This design comes from an exercise in tuning for small area, a short achievable clock period and few clock cycles per item on the open sky130 flow, not from production work.
Where RTL was checked, it was by simulation tests only, not by an equivalence proof against the original.

## P
==> flow/design.v (excerpt) <==
module audio_to_direct_recording_bits (
  input  logic        clk_i,
  input  logic        rst_ni,
  input  logic        psel,
  input  logic        penable,
  input  logic        pwrite,
  input  logic [3:0]  paddr,
  input  logic [31:0] pwdata,
  output logic [31:0] prdata,
  output logic        pready,
  input  logic        in_valid_i,
  output logic        in_ready_o,
  input  logic [7:0]  sample_value_i,
  input  logic        is_last_i,
  output logic        out_valid_o,
  input  logic        out_ready_i,
  output logic [7:0]  packed_byte_o,
  output logic [3:0]  valid_bits_o,
  output logic        final_byte_o,
  output logic [23:0] total_bytes_o,
  output logic        run_clipped_o
);
clock: 9.0 ns
lec_check: 0
cap_margin: 20
core_margin: 2
core_utilization: 45
setup_slack_margin: 5
slew_margin: 20
run.sh (not shown) runs the stock make flow with config.mk's settings and CLKGATE_MAP_FILE= SYNTH_SCRIPT=/design/flow/synth_recipe.tcl, a recipe that flattens the netlist after the stock synthesis.
[inputs] Q vs P
--- a/flow/design.v
+++ b/flow/design.v
@@ -256,24 +256,20 @@
       case (paddr[3:2])
         atdrb_pkg::REG_THRESHOLD: threshold_q <= pwdata[7:0];
         atdrb_pkg::REG_MODE:      mode_q      <= pwdata[0];
         atdrb_pkg::REG_PERIOD:    period_q    <= pwdata[23:0];
         atdrb_pkg::REG_TSB:       tsb_q       <= pwdata[15:0];
         default: ;
       endcase
     end
   end
-  logic [1:0] rsel_q;
-  always_ff @(posedge clk_i) begin
-    rsel_q <= paddr[3:2];
-  end
   always_comb begin
-    case (rsel_q)
+    case (paddr[3:2])
       atdrb_pkg::REG_THRESHOLD: prdata = {24'd0, threshold_q};
       atdrb_pkg::REG_MODE:      prdata = {31'd0, mode_q};
       atdrb_pkg::REG_PERIOD:    prdata = {8'd0, period_q};
       atdrb_pkg::REG_TSB:       prdata = {16'd0, tsb_q};
       default:                  prdata = '0;
     endcase
   end
   logic        dirty_q;
   logic        restore_q;
Results
Compared with P, Q shows a higher signed area change from the synthesized netlist to the final layout. Fmax delta for Q relative to P: about 6% higher. Number of distinct library cell variants in the gate-level netlist after synthesis sits higher in Q than in P. Of Q and P, it is Q that has the higher post-synth design cell area. [Q] simple-gate share of the synthesized area rose 0.93 points relative to P. Comparing P and Q, the lower mean cell area of the mapped netlist is on Q. Compared with P, in Q global-route wire length before repair moved up; post-layout minimum cycle time moved down; data arrival time of the critical path moved down. Compared with P, Q degrades first-iteration DRC count.
No functional check of the RTL was part of any run of this note.


Another version of the RTL of audio_to_direct_recording_bits (not shown whole).
For scale: about 1500 cells after synthesis, ~130 I/O pins.
==> module atdrb_packer, before the edit <==
module atdrb_packer (
  input  logic        clk_i,
  input  logic        rst_ni,
  input  logic        cmd_valid_i,
  input  logic        cmd_level_i,
  input  logic [8:0]  cmd_bits_i,
  input  logic        cmd_clip_i,
  input  logic        cmd_last_i,
  output logic        full_o,
  output logic        out_valid_o,
  input  logic        out_ready_i,
  output logic [7:0]  packed_byte_o,
  output logic [3:0]  valid_bits_o,
  output logic        final_byte_o,
  output logic [23:0] total_bytes_o,
  output logic        run_clipped_o
);
  logic        pv_q;
  logic        pl_q;
  logic [8:0]  pleft_q;
  logic        plast_q;
  logic        pclip_q;
  logic [6:0]  acc_q;
  logic [2:0]  held_q;
  logic        ov_q;
  logic [7:0]  obyte_q;
  logic [3:0]  ovb_q;
  logic        ofinal_q;
  logic [23:0] ototal_q;
  logic        oclip_q;
  logic [3:0]  lo;
  logic [5:0]  hi;
  logic        c8;
  logic        hi_z;
  logic        full;
  logic        rem_lt8;
  logic        rem_z;
  logic [5:0]  rem_hi;
  logic        need_emit;
  logic        out_free;
  logic        emit;
  logic        pdone;
  logic        p_free;
  logic        pdone_c;
  logic [6:0]  acc_d;
  logic [2:0]  held_d;
  logic [8:0]  pleft_d;
  logic [3:0]  lim;
  logic [7:0]  mask;
  logic [7:0]  e_byte;
  assign lo        = {1'b0, held_q} + {1'b0, pleft_q[2:0]};
  assign hi        = pleft_q[8:3];
  assign c8        = lo[3];
  assign hi_z      = hi == '0;
  assign full      = !hi_z || c8;
  assign rem_lt8   = c8 ? hi_z : hi == 6'd1;
  assign rem_z     = rem_lt8 && lo[2:0] == '0;
  assign rem_hi    = c8 ? hi : hi - 6'd1;
  assign need_emit = full || plast_q;
  assign out_free  = !ov_q || out_ready_i;
  assign emit      = pv_q && need_emit && out_free;
  assign lim       = full ? 4'd8 : lo;
  assign mask      = (8'hFF >> held_q) & ~(8'hFF >> lim);
  assign e_byte    = ({1'b0, acc_q} << (4'd8 - {1'b0, held_q})) | (pl_q ? mask : 8'h00);
  always_comb begin
    acc_d   = acc_q;
    held_d  = held_q;
    pleft_d = pleft_q;
    pdone   = 1'b0;
    if (pv_q) begin
      if (!need_emit) begin
        acc_d  = (acc_q << pleft_q[2:0]) | (pl_q ? ~(7'h7F << pleft_q[2:0]) : 7'h00);
        held_d = lo[2:0];
        pdone  = 1'b1;
      end else if (out_free) begin
        if (!full) begin
          held_d = '0;
          pdone  = 1'b1;
        end else begin
          acc_d   = {7{pl_q}};
          held_d  = lo[2:0];
          pleft_d = {rem_hi, 3'b000};
          pdone   = rem_lt8 && (!plast_q || rem_z);
        end
      end
    end
  end
  assign pdone_c = !need_emit || (!ov_q && (!full || (rem_lt8 && (!plast_q || rem_z))));
  assign p_free  = !pv_q || pdone;
  assign full_o  = pv_q && !pdone_c;
  always_ff @(posedge clk_i or negedge rst_ni) begin
    if (!rst_ni) begin
      pv_q     <= 1'b0;
      held_q   <= '0;
      ov_q     <= 1'b0;
      ofinal_q <= 1'b1;
    end else begin
      held_q <= held_d;
      if (p_free) begin
        pv_q <= cmd_valid_i;
      end
      if (emit) begin
        ov_q     <= 1'b1;
        ofinal_q <= plast_q && (!full || rem_z);
      end else if (out_ready_i) begin
        ov_q <= 1'b0;
      end
    end
  end
  always_ff @(posedge clk_i) begin
    acc_q <= acc_d;
    if (p_free) begin
      pl_q    <= cmd_level_i;
      pleft_q <= cmd_bits_i;
      plast_q <= cmd_last_i;
      pclip_q <= cmd_clip_i;
    end else begin
      pleft_q <= pleft_d;
    end
    if (emit) begin
      obyte_q  <= e_byte;
      ovb_q    <= lim;
      ototal_q <= ofinal_q ? 24'd1 : ototal_q + 24'd1;
      oclip_q  <= pclip_q;
    end
  end
  assign out_valid_o   = ov_q;
  assign packed_byte_o = obyte_q;
  assign valid_bits_o  = ovb_q;
  assign final_byte_o  = ofinal_q;
  assign total_bytes_o = ototal_q;
  assign run_clipped_o = oclip_q;
endmodule
clock: 9.0 ns
lec_check: 0
cap_margin: 20
core_margin: 2
core_utilization: 45
cts_cluster_diameter: 80
cts_cluster_size: 40
setup_slack_margin: 4.6
slew_margin: 20
standard.sh (not shown) runs the stock make flow with config.mk's settings and CLKGATE_MAP_FILE= SYNTH_SCRIPT=/design/flow/synth_recipe.tcl, a recipe that flattens the netlist after the stock synthesis.
==> flow/flow/run.sh <==
#!/bin/bash
# The standard layout, with plain buffers (not delay buffers) on the ports.
set -euo pipefail
export BUFFER_PORTS_ARGS="-buffer_cell sky130_fd_sc_hd__buf_2"
bash standard.sh > standard.log 2>&1
Change:
--- a/flow/design.v
+++ b/flow/design.v
@@ -101,10 +101,15 @@
   logic        pv_q;
   logic        pl_q;
   logic [8:0]  pleft_q;
   logic        plast_q;
   logic        pclip_q;
+  logic        kv_q;
+  logic        kl_q;
+  logic [8:0]  kbits_q;
+  logic        klast_q;
+  logic        kclip_q;
   logic [6:0]  acc_q;
   logic [2:0]  held_q;
   logic        ov_q;
   logic [7:0]  obyte_q;
   logic [3:0]  ovb_q;
@@ -122,11 +127,10 @@
   logic        need_emit;
   logic        out_free;
   logic        emit;
   logic        pdone;
   logic        p_free;
-  logic        pdone_c;
   logic [6:0]  acc_d;
   logic [2:0]  held_d;
   logic [8:0]  pleft_d;
   logic [3:0]  lim;
   logic [7:0]  mask;
@@ -166,23 +170,26 @@
           pdone   = rem_lt8 && (!plast_q || rem_z);
         end
       end
     end
   end
-  assign pdone_c = !need_emit || (!ov_q && (!full || (rem_lt8 && (!plast_q || rem_z))));
-  assign p_free  = !pv_q || pdone;
-  assign full_o  = pv_q && !pdone_c;
+  assign p_free = !pv_q || pdone;
+  assign full_o = kv_q;
   always_ff @(posedge clk_i or negedge rst_ni) begin
     if (!rst_ni) begin
       pv_q     <= 1'b0;
+      kv_q     <= 1'b0;
       held_q   <= '0;
       ov_q     <= 1'b0;
       ofinal_q <= 1'b1;
     end else begin
       held_q <= held_d;
       if (p_free) begin
-        pv_q <= cmd_valid_i;
+        pv_q <= kv_q || cmd_valid_i;
+        kv_q <= 1'b0;
+      end else if (cmd_valid_i) begin
+        kv_q <= 1'b1;
       end
       if (emit) begin
         ov_q     <= 1'b1;
         ofinal_q <= plast_q && (!full || rem_z);
       end else if (out_ready_i) begin
@@ -191,17 +198,23 @@
     end
   end
   always_ff @(posedge clk_i) begin
     acc_q <= acc_d;
     if (p_free) begin
-      pl_q    <= cmd_level_i;
-      pleft_q <= cmd_bits_i;
-      plast_q <= cmd_last_i;
-      pclip_q <= cmd_clip_i;
+      pl_q    <= kv_q ? kl_q    : cmd_level_i;
+      pleft_q <= kv_q ? kbits_q : cmd_bits_i;
+      plast_q <= kv_q ? klast_q : cmd_last_i;
+      pclip_q <= kv_q ? kclip_q : cmd_clip_i;
     end else begin
       pleft_q <= pleft_d;
     end
+    if (!p_free && cmd_valid_i) begin
+      kl_q    <= cmd_level_i;
+      kbits_q <= cmd_bits_i;
+      klast_q <= cmd_last_i;
+      kclip_q <= cmd_clip_i;
+    end
     if (emit) begin
       obyte_q  <= e_byte;
       ovb_q    <= lim;
       ototal_q <= ofinal_q ? 24'd1 : ototal_q + 24'd1;
       oclip_q  <= pclip_q;
Area after synthesis came out higher by a few percent.
Die area is higher by a few percent.
Wire length climbs by a few percent.
Clock-buffer cell count is unchanged.
Utilization is lower by 0.88 points.
Final cell count rises slightly.
Register-to-register slack is better by 400 ps.
First-iteration DRC count decreases by roughly a tenth.
Setup slack gets better by 290 ps.
No run of this note included a check of the RTL's function; only the layout flow was run.


Another version of the RTL of audio_to_direct_recording_bits (not shown whole).
Size: about 1500 cells after synthesis, about 130 I/O pins, ~14000 sq um of cells after synthesis.
==> module atdrb_div, before the edit <==
module atdrb_div (
  input  logic        clk_i,
  input  logic        rst_ni,
  input  logic        start_i,
  input  logic        dbl_i,
  input  logic [23:0] period_i,
  input  logic [15:0] divisor_i,
  output logic        busy_o,
  output logic        done_o,
  output logic [8:0]  a_o,
  output logic [23:0] b_o,
  output logic [16:0] hdiff_o,
  output logic [3:0]  cnt_o
);
  logic        busy_q;
  logic [3:0]  cnt_q;
  logic [15:0] rem_q;
  logic [8:0]  quo_q;
  logic [7:0]  low_q;
  logic        dbit;
  logic [16:0] rem_sh;
  logic [16:0] diff;
  logic        ge;
  logic [9:0]  quo_sh;
  assign dbit   = period_i[5'd23 - {1'b0, cnt_q}];
  assign rem_sh = {rem_q, busy_q ? dbit : low_q[7]};
  assign diff   = rem_sh - {1'b0, divisor_i};
  assign ge     = !diff[16];
  assign quo_sh = {quo_q, ge};
  always_ff @(posedge clk_i or negedge rst_ni) begin
    if (!rst_ni) begin
      busy_q <= 1'b0;
    end else if (start_i) begin
      busy_q <= 1'b1;
    end else if (busy_q && cnt_q == 4'd15) begin
      busy_q <= 1'b0;
    end
  end
  always_ff @(posedge clk_i) begin
    if (start_i) begin
      cnt_q <= (period_i[23:16] == 8'd0) ? 4'd8 : 4'd0;
      quo_q <= '0;
      rem_q <= '0;
      low_q <= period_i[7:0];
    end else if (busy_q || dbl_i) begin
      cnt_q <= cnt_q + 4'd1;
      rem_q <= ge ? diff[15:0] : rem_sh[15:0];
      quo_q <= (quo_sh >= 10'd505) ? 9'd505 : quo_sh[8:0];
      if (dbl_i) begin
        low_q <= {low_q[6:0], 1'b0};
      end
    end
  end
  assign busy_o = busy_q;
  assign done_o = busy_q && cnt_q == 4'd15;
  assign a_o    = quo_q;
  assign b_o    = {rem_q, low_q};
  assign hdiff_o = diff;
  assign cnt_o   = cnt_q;
endmodule
clock: 9.0 ns
lec_check: 0
cap_margin: 20
core_margin: 2
core_utilization: 70
cts_cluster_diameter: 70
cts_cluster_size: 36
setup_slack_margin: 4.6
slew_margin: 20
Scripts as last shown in full above: flow/flow/run.sh
The starting point finished clean.
Testbench counts at the start, summed over its fixed seeds: cycles 20,164, samples 19,200.
Change:
--- a/flow/design.v
+++ b/flow/design.v
@@ -32,20 +32,18 @@
 );
   logic        busy_q;
   logic [3:0]  cnt_q;
   logic [15:0] rem_q;
-  logic [8:0]  quo_q;
+  logic [15:0] quo_q;
   logic [7:0]  low_q;
-  logic        dbit;
   logic [16:0] rem_sh;
   logic [16:0] diff;
   logic        ge;
-  logic [9:0]  quo_sh;
-  assign dbit   = period_i[5'd23 - {1'b0, cnt_q}];
-  assign rem_sh = {rem_q, busy_q ? dbit : low_q[7]};
+  logic        sat;
+  assign rem_sh = {rem_q, busy_q ? quo_q[15] : low_q[7]};
   assign diff   = rem_sh - {1'b0, divisor_i};
   assign ge     = !diff[16];
-  assign quo_sh = {quo_q, ge};
+  assign sat    = quo_q[14:0] > 15'd252 || (quo_q[14:0] == 15'd252 && ge);
   always_ff @(posedge clk_i or negedge rst_ni) begin
     if (!rst_ni) begin
       busy_q <= 1'b0;
     end else if (start_i) begin
@@ -55,24 +53,33 @@
     end
   end
   always_ff @(posedge clk_i) begin
     if (start_i) begin
-      cnt_q <= (period_i[23:16] == 8'd0) ? 4'd8 : 4'd0;
-      quo_q <= '0;
+      if (period_i[23:16] == 8'd0) begin
+        cnt_q <= 4'd8;
+        quo_q <= {period_i[15:8], 8'd0};
+      end else begin
+        cnt_q <= 4'd0;
+        quo_q <= period_i[23:8];
+      end
       rem_q <= '0;
       low_q <= period_i[7:0];
     end else if (busy_q || dbl_i) begin
       cnt_q <= cnt_q + 4'd1;
       rem_q <= ge ? diff[15:0] : rem_sh[15:0];
-      quo_q <= (quo_sh >= 10'd505) ? 9'd505 : quo_sh[8:0];
+      if ((dbl_i || cnt_q == 4'd15) && sat) begin
+        quo_q <= 16'd505;
+      end else begin
+        quo_q <= {quo_q[14:0], ge};
+      end
       if (dbl_i) begin
         low_q <= {low_q[6:0], 1'b0};
       end
     end
   end
   assign busy_o = busy_q;
   assign done_o = busy_q && cnt_q == 4'd15;
-  assign a_o    = quo_q;
+  assign a_o    = quo_q[8:0];
   assign b_o    = {rem_q, low_q};
   assign hdiff_o = diff;
   assign cnt_o   = cnt_q;
 endmodule
Outcome: Cell area went up by 2.9%; worst setup slack gets better by 0.0059 ns; hold slack gets better by 0.0038 ns; synthesized cell count went up by 0.60%; routed wire length went down by 0.47%; utilization went down by 0.47 points; cell count went up by 0.81%; area after synthesis went up by 2.8%; fmax is about the same.
Testbench counts after the change, summed over its fixed seeds: cycles 20,164, samples 19,200.


== the reference run ==
audio_to_direct_recording_bits again, from the RTL that the note above started with.
Design audio_to_direct_recording_bits, start of the top module:
module audio_to_direct_recording_bits (
  input  logic        clk_i,
  input  logic        rst_ni,
  input  logic        psel,
  input  logic        penable,
  input  logic        pwrite,
  input  logic [3:0]  paddr,
  input  logic [31:0] pwdata,
  output logic [31:0] prdata,
  output logic        pready,
  input  logic        in_valid_i,
  output logic        in_ready_o,
  input  logic [7:0]  sample_value_i,
  input  logic        is_last_i,
  output logic        out_valid_o,
  input  logic        out_ready_i,
  output logic [7:0]  packed_byte_o,
  output logic [3:0]  valid_bits_o,
  output logic        final_byte_o,
  output logic [23:0] total_bytes_o,
  output logic        run_clipped_o
);
export LEC_CHECK = 0
export CAP_MARGIN = 20
export CORE_MARGIN = 2
export CORE_UTILIZATION = 70
export CTS_CLUSTER_DIAMETER = 60
export CTS_CLUSTER_SIZE = 40
export SETUP_SLACK_MARGIN = 4.6
export SLEW_MARGIN = 20
create_clock -name core_clock -period 9.0 [get_ports {clk_i}]
Scripts as last shown in full above: flow/flow/run.sh
Testbench counts of the reference run, summed over its fixed seeds: cycles 20,164, samples 19,200.
> inputs changed (the reference run -> the trial run)
diff --git a/flow/design.v b/flow/design.v
--- a/flow/design.v
+++ b/flow/design.v
@@ -307,33 +307,38 @@
     .divisor_i (tsb_eff),
     .busy_o    (div_busy),
     .done_o    (div_done),
     .a_o       (step_a),
     .b_o       (step_b),
     .hdiff_o   (half_diff),
     .cnt_o     (div_cnt)
   );
   logic        open_q, open_d;
   logic        lvl_q, lvl_d;
   logic [23:0] ext_q, ext_d;      
-  logic [24:0] g_q, g_d;
+  logic [25:0] g_q, g_d;          
   logic [8:0]  q_q, q_d;
   logic        defer_q, defer_d;
   logic        wrap;
-  logic [24:0] g_new;
-  logic [24:0] g_add;
+  logic [25:0] g_new;
+  logic [25:0] g_add;
+  logic [8:0]  g_lo;
+  logic [16:0] g_hi;
   logic [9:0]  q_sum;
   logic [8:0]  q_step;
-  assign wrap      = !g_q[24];
-  assign g_new     = {half_diff[16], half_diff, step_b[6:0]};
-  assign g_add     = g_q + {1'b0, step_b} - (wrap ? {1'b0, tsb_eff, 8'd0} : 25'd0);
+  assign wrap      = !g_q[24] || (g_q[25] && g_q[24:8] == '1);
+  assign g_new     = {1'b0, half_diff[16], half_diff, step_b[6:0]};
+  assign g_lo      = {1'b0, g_q[7:0]} + {1'b0, step_b[7:0]};
+  assign g_hi      = g_q[24:8] + {1'b0, step_b[23:8]} + {16'd0, g_q[25]} -
+                     (wrap ? {1'b0, tsb_eff} : 17'd0);
+  assign g_add     = {g_lo[8], g_hi, g_lo[7:0]};
   assign q_sum     = {1'b0, q_q} + {1'b0, step_a} + {9'd0, wrap};
   assign q_step    = (q_sum >= {1'b0, Q_SAT}) ? Q_SAT : q_sum[8:0];
   logic        s_v_q;
   logic        s_lvl_q;
   logic        s_last_q;
   logic        busy;
   logic        rc_init;
   logic        pk_full;
   logic        s_go;
   logic        take;
   assign rc_init    = post_q && !restore_q && open_q;
==> results.txt <==
- Global-route track usage on met2: the trial run < the reference run
- From the reference run to the trial run the numbers moved as follows: final-stage net count moved down; worst setup slack moved up; all-layer global routing usage moved up.
- The trial run against the reference run: length of the first detailed-routing pass in iterations level; post-placement worst setup slack moved down; post-cts hold buffer count level; compound-gate portion of the synthesized area moved down.
- Going from the reference run to the trial run, the post-CTS setup repair buffer count was found to have gone up by 10.
- Ratio of final minimum period to clock period: the reference run and the trial run compared, lower one is the trial run
- Relative to the reference run, the fraction of cell area in non-clock buffers of the trial run is higher by 1.2 points.
- Taking the reference run as the reference, in the trial run total number of sequential cells climbed 1, wire length on met2 shows a reduction of about 7%.
Testbench counts of the trial run, summed over its fixed seeds: cycles 20,164, samples 19,200.

afterwards: timing with drivers on the ports:
In the flow no input, the clock included, has a driving cell. The finished layouts below were timed again as built, in two steps.
Step 1: set_driving_cell puts a clkbuf_16 on clk_i and a buf_2 on each other input, an assumption about the parent block.
Step 2, shift: input delay + t, output delay - t, t = (earliest + latest rising clock arrival at the registers) / 2. This alone moves slack from input paths to output paths.
Slacks: no drivers / after step 1 / after step 2; pairs: no drivers / after step 1.
run | t, ns | slack for setup (ns) | latest minus earliest clock arrival (ns)
P | 0.618 | 4.104 / 4.104 / 4.104 | 0.020 / 0.020
Q | 0.605 | 4.389 / 4.389 / 4.389 | 0.012 / 0.013
the first run of note 2 | 0.541 | 4.355 / 4.304 / 4.504 | 0.028 / 0.028
the second run of note 2 | 0.565 | 4.643 / 4.521 / 4.521 | 0.030 / 0.030
the first run of note 3 | 0.538 | 4.617 / 4.474 / 4.474 | 0.039 / 0.038
the second run of note 3 | 0.540 | 4.623 / 4.495 / 4.495 | 0.038 / 0.038
the reference run | 0.559 | 4.601 / 4.463 / 4.463 | 0.029 / 0.028
the trial run | 0.545 | 4.630 / 4.518 / 4.463 | 0.016 / 0.016
After both steps setup and hold are still met in every run listed. The setup slack of the trial run, which loses most, moves by -0.112 ns with the drivers and by -0.167 ns with both steps.
